This design comes from an exercise in tuning for small area, a short achievable clock period and few clock cycles per item on the open sky130 flow, not from production work. At most, simulation tests tie the RTL to the original design; equivalence was not proved. No activity file was given, so power comes from the tool's default toggle rates.

main:
==> flow/design.v <==
`timescale 1ns/100ps
package pipe_pkg;
  typedef logic [32-1:0] word_t;
  typedef logic [3-1:0]  reg_t;
  typedef logic [16-1:0]  imm_t;
  typedef enum logic [3:0] {
    OP_AND  = 4'd0,
    OP_NOT  = 4'd1,
    OP_OR   = 4'd2,
    OP_XOR  = 4'd3,
    OP_ADD  = 4'd4,
    OP_SUB  = 4'd5,
    OP_MOV0 = 4'd6,
    OP_MOV1 = 4'd7,
    OP_MOVI = 4'd8
  } opcode_t;
  typedef enum logic {
    FWD_RF = 1'b0,
    FWD_S3 = 1'b1
  } fwd_sel_t;
endpackage
`timescale 1ns/100ps
module inst_queue #(
  parameter int DEPTH = 13
) (
  input  logic        clk,
  input  logic        rst,
  input  logic        in_pass,
  input  logic [19:0] in_enc,
  input  logic        h_adv,
  output logic        in_accept,
  output logic        h_vld,
  output logic [19:0] h_enc
);
  logic [19:0] mem [DEPTH];
  logic [3:0]  wr_ptr;
  logic [3:0]  rd_ptr;
  logic [3:0]  cnt;
  logic        full_r;
  logic        empty_r;
  logic push;
  logic h_free;
  logic buf_wr;
  logic buf_rd;
  logic [3:0] cnt_nxt;
  assign push   = in_pass & ~full_r;
  assign h_free = ~h_vld | h_adv;
  assign buf_rd = h_free & ~empty_r;
  assign buf_wr = push & ~(h_free & empty_r);
  always_comb begin
    cnt_nxt = cnt;
    if (buf_wr & ~buf_rd) cnt_nxt = cnt + 4'd1;
    else if (buf_rd & ~buf_wr) cnt_nxt = cnt - 4'd1;
  end
  always_ff @(posedge clk) begin
    if (rst) begin
      wr_ptr  <= '0;
      rd_ptr  <= '0;
      cnt     <= '0;
      full_r  <= 1'b0;
      empty_r <= 1'b1;
      h_vld   <= 1'b0;
    end else begin
      if (buf_wr) wr_ptr <= (wr_ptr == 4'(DEPTH - 1)) ? 4'd0 : wr_ptr + 4'd1;
      if (buf_rd) rd_ptr <= (rd_ptr == 4'(DEPTH - 1)) ? 4'd0 : rd_ptr + 4'd1;
      cnt     <= cnt_nxt;
      full_r  <= (cnt_nxt == 4'(DEPTH));
      empty_r <= (cnt_nxt == 4'd0);
      if (h_free) h_vld <= ~empty_r | push;
    end
  end
  always_ff @(posedge clk) begin
    if (!full_r) mem[wr_ptr] <= in_enc;
  end
  always_ff @(posedge clk) begin
    if (h_free) h_enc <= empty_r ? in_enc : mem[rd_ptr];
  end
  assign in_accept = ~full_r;
endmodule
`timescale 1ns/100ps
module reg_file #(
  parameter int W = 8
) (
  input  logic  clk,
  input  pipe_pkg::reg_t ra0,
  input  pipe_pkg::reg_t ra1,
  input  logic           wen,
  input  pipe_pkg::reg_t wa,
  input  logic [W-1:0]   wdata,
  output logic [W-1:0]   rdata0,
  output logic [W-1:0]   rdata1
);
  localparam int N_REGS = 1 << 3;
  logic [W-1:0] mem [N_REGS];
  always_ff @(posedge clk) begin
    if (wen) mem[wa] <= wdata;
  end
  assign rdata0 = mem[ra0];
  assign rdata1 = mem[ra1];
endmodule
`timescale 1ns/100ps
module issue_stage (
  input  pipe_pkg::opcode_t in_op,
  input  pipe_pkg::reg_t    in_ra0,
  input  pipe_pkg::reg_t    in_ra1,
  input  pipe_pkg::reg_t    in_wa,
  input  pipe_pkg::imm_t    in_imm,
  output logic [19:0]       enc
);
  logic       movi;
  logic       arith;
  logic       sub;
  logic [3:0] lut;
  always_comb begin
    movi  = 1'b0;
    arith = 1'b0;
    sub   = 1'b0;
    case (in_op)
      pipe_pkg::OP_AND:  lut = 4'b1000;
      pipe_pkg::OP_NOT:  lut = 4'b0011;
      pipe_pkg::OP_OR:   lut = 4'b1110;
      pipe_pkg::OP_XOR:  lut = 4'b0110;
      pipe_pkg::OP_ADD:  begin lut = 4'b0000; arith = 1'b1; end
      pipe_pkg::OP_SUB:  begin lut = 4'b0000; arith = 1'b1; sub = 1'b1; end
      pipe_pkg::OP_MOV0: lut = 4'b1100;
      pipe_pkg::OP_MOV1: lut = 4'b1010;
      pipe_pkg::OP_MOVI: begin lut = 4'b0000; movi = 1'b1; end
      default:           lut = 4'b1100;
    endcase
  end
  assign enc = {in_wa, movi,
                movi ? in_imm : {4'b0000, lut, arith, sub, in_ra1, in_ra0}};
endmodule
`timescale 1ns/100ps
module exec_unit #(
  parameter int N = 4
) (
  input  logic            clk,
  input  logic            rst,
  input  logic            hold,
  input  logic            h_vld,
  input  logic [19:0]     h_enc,
  output logic            h_adv,
  output logic            out_vld,
  output pipe_pkg::reg_t  out_wa,
  output pipe_pkg::word_t out_wdata
);
  localparam int W = 32 / N;
  logic [N-1:0]          v;
  logic [N-1:0][2:0]     wa;
  logic [N-1:0][2:0]     ra0;
  logic [N-1:0][2:0]     ra1;
  logic [N-1:0]          movi;
  logic [N-1:0][3:0]     lut;
  logic [N-1:0]          arith;
  logic [N-1:0]          sub;
  logic [N-1:0]          cin;
  logic [N-1:0]          fwd0;
  logic [N-1:0]          fwd1;
  logic [N-1:0][15:0]    imm;
  logic [N-1:0][W-1:0]   opa;
  logic [N-1:0][W-1:0]   opb;
  logic [N-1:0][W-1:0]   r;
  logic [N-1:0]          wbv;
  logic [N-1:0][2:0]     wbwa;
  logic [N-1:0][W-1:0]   sk;
  logic [N-1:0][W-1:0]   sl;
  logic [N-1:0][31:0]    cr;
  logic [31:0]           out_lo;
  logic [N-1:0]          in_v;
  logic [N-1:0][2:0]     in_wa;
  logic [N-1:0][2:0]     in_ra0;
  logic [N-1:0][2:0]     in_ra1;
  logic [N-1:0]          in_movi;
  logic [N-1:0][3:0]     in_lut;
  logic [N-1:0]          in_arith;
  logic [N-1:0]          in_sub;
  logic [N-1:0][15:0]    in_imm;
  logic [N-1:0][W-1:0]   rd0;
  logic [N-1:0][W-1:0]   rd1;
  logic [N-1:0]          byp0;
  logic [N-1:0]          byp1;
  logic [N-1:0]          ex;
  logic [N-1:0]          fr;
  logic [N-1:0][W-1:0]   a;
  logic [N-1:0][W-1:0]   b;
  logic [N-1:0][W-1:0]   res;
  logic [N-1:0]          cout;
  assign fr[N-1] = ~v[N-1] | ~hold;
  assign ex[N-1] = v[N-1] & ~hold;
  for (genvar k = 0; k < N - 1; k++) begin : g_adv
    assign fr[k] = ~v[k] | fr[k+1];
    assign ex[k] = v[k] & fr[k+1];
  end
  assign h_adv = fr[0];
  assign in_v[0]     = h_vld;
  assign in_wa[0]    = h_enc[19:17];
  assign in_ra0[0]   = h_enc[2:0];
  assign in_ra1[0]   = h_enc[5:3];
  assign in_movi[0]  = h_enc[16];
  assign in_lut[0]   = h_enc[16] ? 4'b1010 : h_enc[11:8];
  assign in_arith[0] = ~h_enc[16] & h_enc[7];
  assign in_sub[0]   = h_enc[6];
  assign in_imm[0]   = h_enc[15:0];
  for (genvar k = 1; k < N; k++) begin : g_in
    assign in_v[k]     = v[k-1];
    assign in_wa[k]    = wa[k-1];
    assign in_ra0[k]   = ra0[k-1];
    assign in_ra1[k]   = ra1[k-1];
    assign in_movi[k]  = movi[k-1];
    assign in_lut[k]   = lut[k-1];
    assign in_arith[k] = arith[k-1];
    assign in_sub[k]   = sub[k-1];
    assign in_imm[k]   = imm[k-1];
  end
  for (genvar k = 0; k < N; k++) begin : g_slice
    reg_file #(.W(W)) i_rf (
      .clk    (clk),
      .ra0    (in_ra0[k]),
      .ra1    (in_ra1[k]),
      .wen    (wbv[k]),
      .wa     (wbwa[k]),
      .wdata  (r[k]),
      .rdata0 (rd0[k]),
      .rdata1 (rd1[k])
    );
    always_ff @(posedge clk) begin
      if (rst) v[k] <= 1'b0;
      else if (fr[k]) v[k] <= in_v[k];
    end
    always_ff @(posedge clk) begin
      if (fr[k]) begin
        wa[k]    <= in_wa[k];
        ra0[k]   <= in_ra0[k];
        ra1[k]   <= in_ra1[k];
        movi[k]  <= in_movi[k];
        lut[k]   <= in_lut[k];
        arith[k] <= in_arith[k];
        sub[k]   <= in_sub[k];
        imm[k]   <= in_imm[k];
      end
    end
    assign byp0[k] = wbv[k] && (wbwa[k] == in_ra0[k]);
    assign byp1[k] = wbv[k] && (wbwa[k] == in_ra1[k]);
    always_ff @(posedge clk) begin
      fwd0[k] <= ex[k] && (wa[k] == in_ra0[k]);
      fwd1[k] <= ex[k] && (wa[k] == in_ra1[k]) && !in_movi[k];
    end
    always_ff @(posedge clk) begin
      if (fr[k] && !byp0[k])                opa[k] <= rd0[k];
      else if (fr[k] || fwd0[k])            opa[k] <= r[k];
      if (fr[k] && in_movi[k])              opb[k] <= (k * W < 16) ? W'(in_imm[k] >> (k * W)) : '0;
      else if (fr[k] && !byp1[k])           opb[k] <= rd1[k];
      else if (fr[k] || fwd1[k])            opb[k] <= r[k];
    end
    assign a[k] = fwd0[k] ? r[k] : opa[k];
    assign b[k] = fwd1[k] ? r[k] : opb[k];
    logic [W+1:0] s;
    logic [W-1:0] l;
    logic         c;
    if (k == 0) begin : g_c0
      assign c = sub[k];
    end else begin : g_cn
      assign c = cin[k];
    end
    assign s = {1'b0, a[k], 1'b1} + {1'b0, b[k] ^ {W{sub[k]}}, c};
    always_comb begin
      for (int i = 0; i < W; i++) begin
        l[i] = lut[k][{a[k][i], b[k][i]}];
      end
    end
    assign res[k]  = arith[k] ? s[W:1] : l;
    assign cout[k] = s[W+1];
    always_ff @(posedge clk) begin
      r[k]    <= res[k];
      wbwa[k] <= wa[k];
    end
    always_ff @(posedge clk) begin
      if (rst) wbv[k] <= 1'b0;
      else     wbv[k] <= ex[k];
    end
    always_ff @(posedge clk) begin
      if (wbv[k]) sk[k] <= r[k];
    end
    assign sl[k] = wbv[k] ? r[k] : sk[k];
    if (k > 0) begin : g_cin
      always_ff @(posedge clk) begin
        if (fr[k]) cin[k] <= cout[k-1];
      end
    end else begin : g_cin0
      assign cin[k] = 1'b0;
    end
    always_ff @(posedge clk) begin
      if (k < 2) cr[k] <= '0;
      else if (fr[k]) cr[k] <= cr[(k < 2) ? 0 : k-1] | (32'(sl[(k < 2) ? 0 : k-2]) << ((k < 2) ? 0 : (k-2) * W));
    end
  end
  always_ff @(posedge clk) begin
    if (rst) out_vld <= 1'b0;
    else     out_vld <= ex[N-1];
  end
  always_ff @(posedge clk) begin
    out_wa <= wa[N-1];
    out_lo <= cr[N-1] | (32'(sl[N-2]) << ((N-2) * W));
  end
  assign out_wdata = {r[N-1], out_lo[(N-1)*W-1:0]};
endmodule
`timescale 1ns/100ps
module precompute_pipe (
  input  logic    clk,
  input  logic    rst,
  input  logic    in_pass,
  input  logic [3:0]  in_op,
  input  logic [2:0]  in_ra0,
  input  logic [2:0]  in_ra1,
  input  logic [2:0]  in_wa,
  input  logic [15:0] in_imm,
  input  logic    hold,
  output logic    in_accept,
  output logic    out_vld,
  output logic [2:0]  out_wa,
  output logic [31:0] out_wdata
);
  logic [19:0] in_enc;
  logic        h_vld;
  logic [19:0] h_enc;
  logic        h_adv;
  issue_stage i_issue_stage (
    .in_op  (pipe_pkg::opcode_t'(in_op)),
    .in_ra0 (in_ra0),
    .in_ra1 (in_ra1),
    .in_wa  (in_wa),
    .in_imm (in_imm),
    .enc    (in_enc)
  );
  inst_queue #(.DEPTH(15 - 4)) i_inst_queue (
    .clk       (clk),
    .rst       (rst),
    .in_pass   (in_pass),
    .in_enc    (in_enc),
    .h_adv     (h_adv),
    .in_accept (in_accept),
    .h_vld     (h_vld),
    .h_enc     (h_enc)
  );
  exec_unit i_exec_unit (
    .clk       (clk),
    .rst       (rst),
    .hold      (hold),
    .h_vld     (h_vld),
    .h_enc     (h_enc),
    .h_adv     (h_adv),
    .out_vld   (out_vld),
    .out_wa    (out_wa),
    .out_wdata (out_wdata)
  );
endmodule
==> flow/config.mk <==
export PLATFORM = sky130hd
export DESIGN_NAME = precompute_pipe
export DESIGN_NICKNAME = precompute_pipe
export VERILOG_FILES = /design/flow/design.v
export SDC_FILE = /design/flow/constraint.sdc
export NUM_CORES = 4
export LEC_CHECK = 0
export CAP_MARGIN = 20
export CORE_MARGIN = 2
export CORE_UTILIZATION = 60
export CTS_CLUSTER_DIAMETER = 100
export CTS_CLUSTER_SIZE = 30
export PLACE_DENSITY = 0.75
export SETUP_SLACK_MARGIN = 2.4
export SLEW_MARGIN = 20
==> flow/constraint.sdc <==
create_clock -name core_clock -period 4.5 [get_ports {clk}]
set_input_delay 0.9000 -clock core_clock [delete_from_list [all_inputs] [get_ports {clk}]]
set_output_delay 0.9000 -clock core_clock [all_outputs]
set_load 0.01 [all_outputs]
run.sh (not shown) runs the stock make flow with config.mk's settings and CLKGATE_MAP_FILE= SYNTH_SCRIPT=/design/flow/synth_recipe.tcl, a recipe that flattens the netlist after the stock synthesis.
Changes in the feature branch relative to main:
-- flow/design.v --
<<< main, line 37
  logic [3:0]  rd_ptr;
  logic [3:0]  cnt;
  logic        full_r;
  logic        empty_r;
  logic push;
>>> the feature branch, line 37
  logic [3:0]  rd_ptr;
  logic [3:0]  cnt;
  logic        nfull_r;
  logic        empty_r;
  logic push;
<<< main, line 44
  logic buf_rd;
  logic [3:0] cnt_nxt;
  assign push   = in_pass & ~full_r;
  assign h_free = ~h_vld | h_adv;
  assign buf_rd = h_free & ~empty_r;
>>> the feature branch, line 44
  logic buf_rd;
  logic [3:0] cnt_nxt;
  assign push   = in_pass & nfull_r;
  assign h_free = ~h_vld | h_adv;
  assign buf_rd = h_free & ~empty_r;
<<< main, line 58
      rd_ptr  <= '0;
      cnt     <= '0;
      full_r  <= 1'b0;
      empty_r <= 1'b1;
      h_vld   <= 1'b0;
>>> the feature branch, line 58
      rd_ptr  <= '0;
      cnt     <= '0;
      nfull_r <= 1'b1;
      empty_r <= 1'b1;
      h_vld   <= 1'b0;
<<< main, line 65
      if (buf_rd) rd_ptr <= (rd_ptr == 4'(DEPTH - 1)) ? 4'd0 : rd_ptr + 4'd1;
      cnt     <= cnt_nxt;
      full_r  <= (cnt_nxt == 4'(DEPTH));
      empty_r <= (cnt_nxt == 4'd0);
      if (h_free) h_vld <= ~empty_r | push;
>>> the feature branch, line 65
      if (buf_rd) rd_ptr <= (rd_ptr == 4'(DEPTH - 1)) ? 4'd0 : rd_ptr + 4'd1;
      cnt     <= cnt_nxt;
      nfull_r <= (cnt_nxt != 4'(DEPTH));
      empty_r <= (cnt_nxt == 4'd0);
      if (h_free) h_vld <= ~empty_r | push;
<<< main, line 71
  end
  always_ff @(posedge clk) begin
    if (!full_r) mem[wr_ptr] <= in_enc;
  end
  always_ff @(posedge clk) begin
    if (h_free) h_enc <= empty_r ? in_enc : mem[rd_ptr];
  end
  assign in_accept = ~full_r;
endmodule
`timescale 1ns/100ps
>>> the feature branch, line 71
  end
  always_ff @(posedge clk) begin
    if (nfull_r) mem[wr_ptr] <= in_enc;
  end
  always_ff @(posedge clk) begin
    if (h_free) h_enc <= empty_r ? in_enc : mem[rd_ptr];
  end
  assign in_accept = nfull_r;
endmodule
`timescale 1ns/100ps
<<< main, line 134
`timescale 1ns/100ps
module exec_unit #(
  parameter int N = 4
) (
  input  logic            clk,
>>> the feature branch, line 134
`timescale 1ns/100ps
module exec_unit #(
  parameter int N = 8
) (
  input  logic            clk,
<<< main, line 273
    assign cout[k] = s[W+1];
    always_ff @(posedge clk) begin
      r[k]    <= res[k];
      wbwa[k] <= wa[k];
    end
    always_ff @(posedge clk) begin
>>> the feature branch, line 273
    assign cout[k] = s[W+1];
    always_ff @(posedge clk) begin
      r[k] <= res[k];
    end
    if (k < N - 1) begin : g_wbwa
      assign wbwa[k] = wa[k+1];
    end else begin : g_wbwa_last
      assign wbwa[k] = out_wa;
    end
    always_ff @(posedge clk) begin
<<< main, line 334
    .enc    (in_enc)
  );
  inst_queue #(.DEPTH(15 - 4)) i_inst_queue (
    .clk       (clk),
    .rst       (rst),
>>> the feature branch, line 338
    .enc    (in_enc)
  );
  inst_queue #(.DEPTH(15 - 8)) i_inst_queue (
    .clk       (clk),
    .rst       (rst),
Results
- On clock transition time at the flip-flop clock pins of the worst setup and hold paths, the feature branch and main are basically level.
- Diff main -> the feature branch: average detailed-routed wire length per instance has decreased; global-route met3 utilization has increased.
- Side by side, internal reg-to-reg setup slack turned out higher in the feature branch than in main.
- Of the feature branch and main, the lower worst slack after detailed placement belongs to the feature branch.
- Diff main -> the feature branch: number of sequential cells went up, non-clock buffer count shows a reduction of about 30%, total power consumption of the routed design fell 3.4%.
Testbench counts of the feature branch, summed over its fixed seeds: cycles 12,080, items 12,000.
No functional check of the RTL was part of main.

## re-timing with driven ports
The results above use ideal ports. As a check the final layouts listed here were re-extracted and re-timed, cells and wires unchanged.
Step 1 (the two cells are an assumption about what drives the block):
set clk [get_ports {clk}]
set_driving_cell -lib_cell sky130_fd_sc_hd__clkbuf_16 $clk
set_driving_cell -lib_cell sky130_fd_sc_hd__buf_2 [delete_from_list [all_inputs] $clk]
Step 2 times the ports against the registers' clock, not the clock port: input delays grow and output delays shrink by t, the midpoint of the rising clock arrivals with the driver on.
Three values: no drivers, after step 1, after step 2; two values: the first two.
run	shift t [ns]	setup WS [ns]	hold slack, ns	worst setup path after step 2
main	0.710	2.122 / 2.122 / 1.815	0.352 / 0.352 / 0.352	input to register
the feature branch	0.657	2.429 / 2.376 / 1.772	0.342 / 0.342 / 0.342	input to register
After both steps every run listed still meets setup and hold. For the feature branch, which loses most, drivers alone change the setup slack by -0.053 ns; drivers and shift together by -0.657 ns.
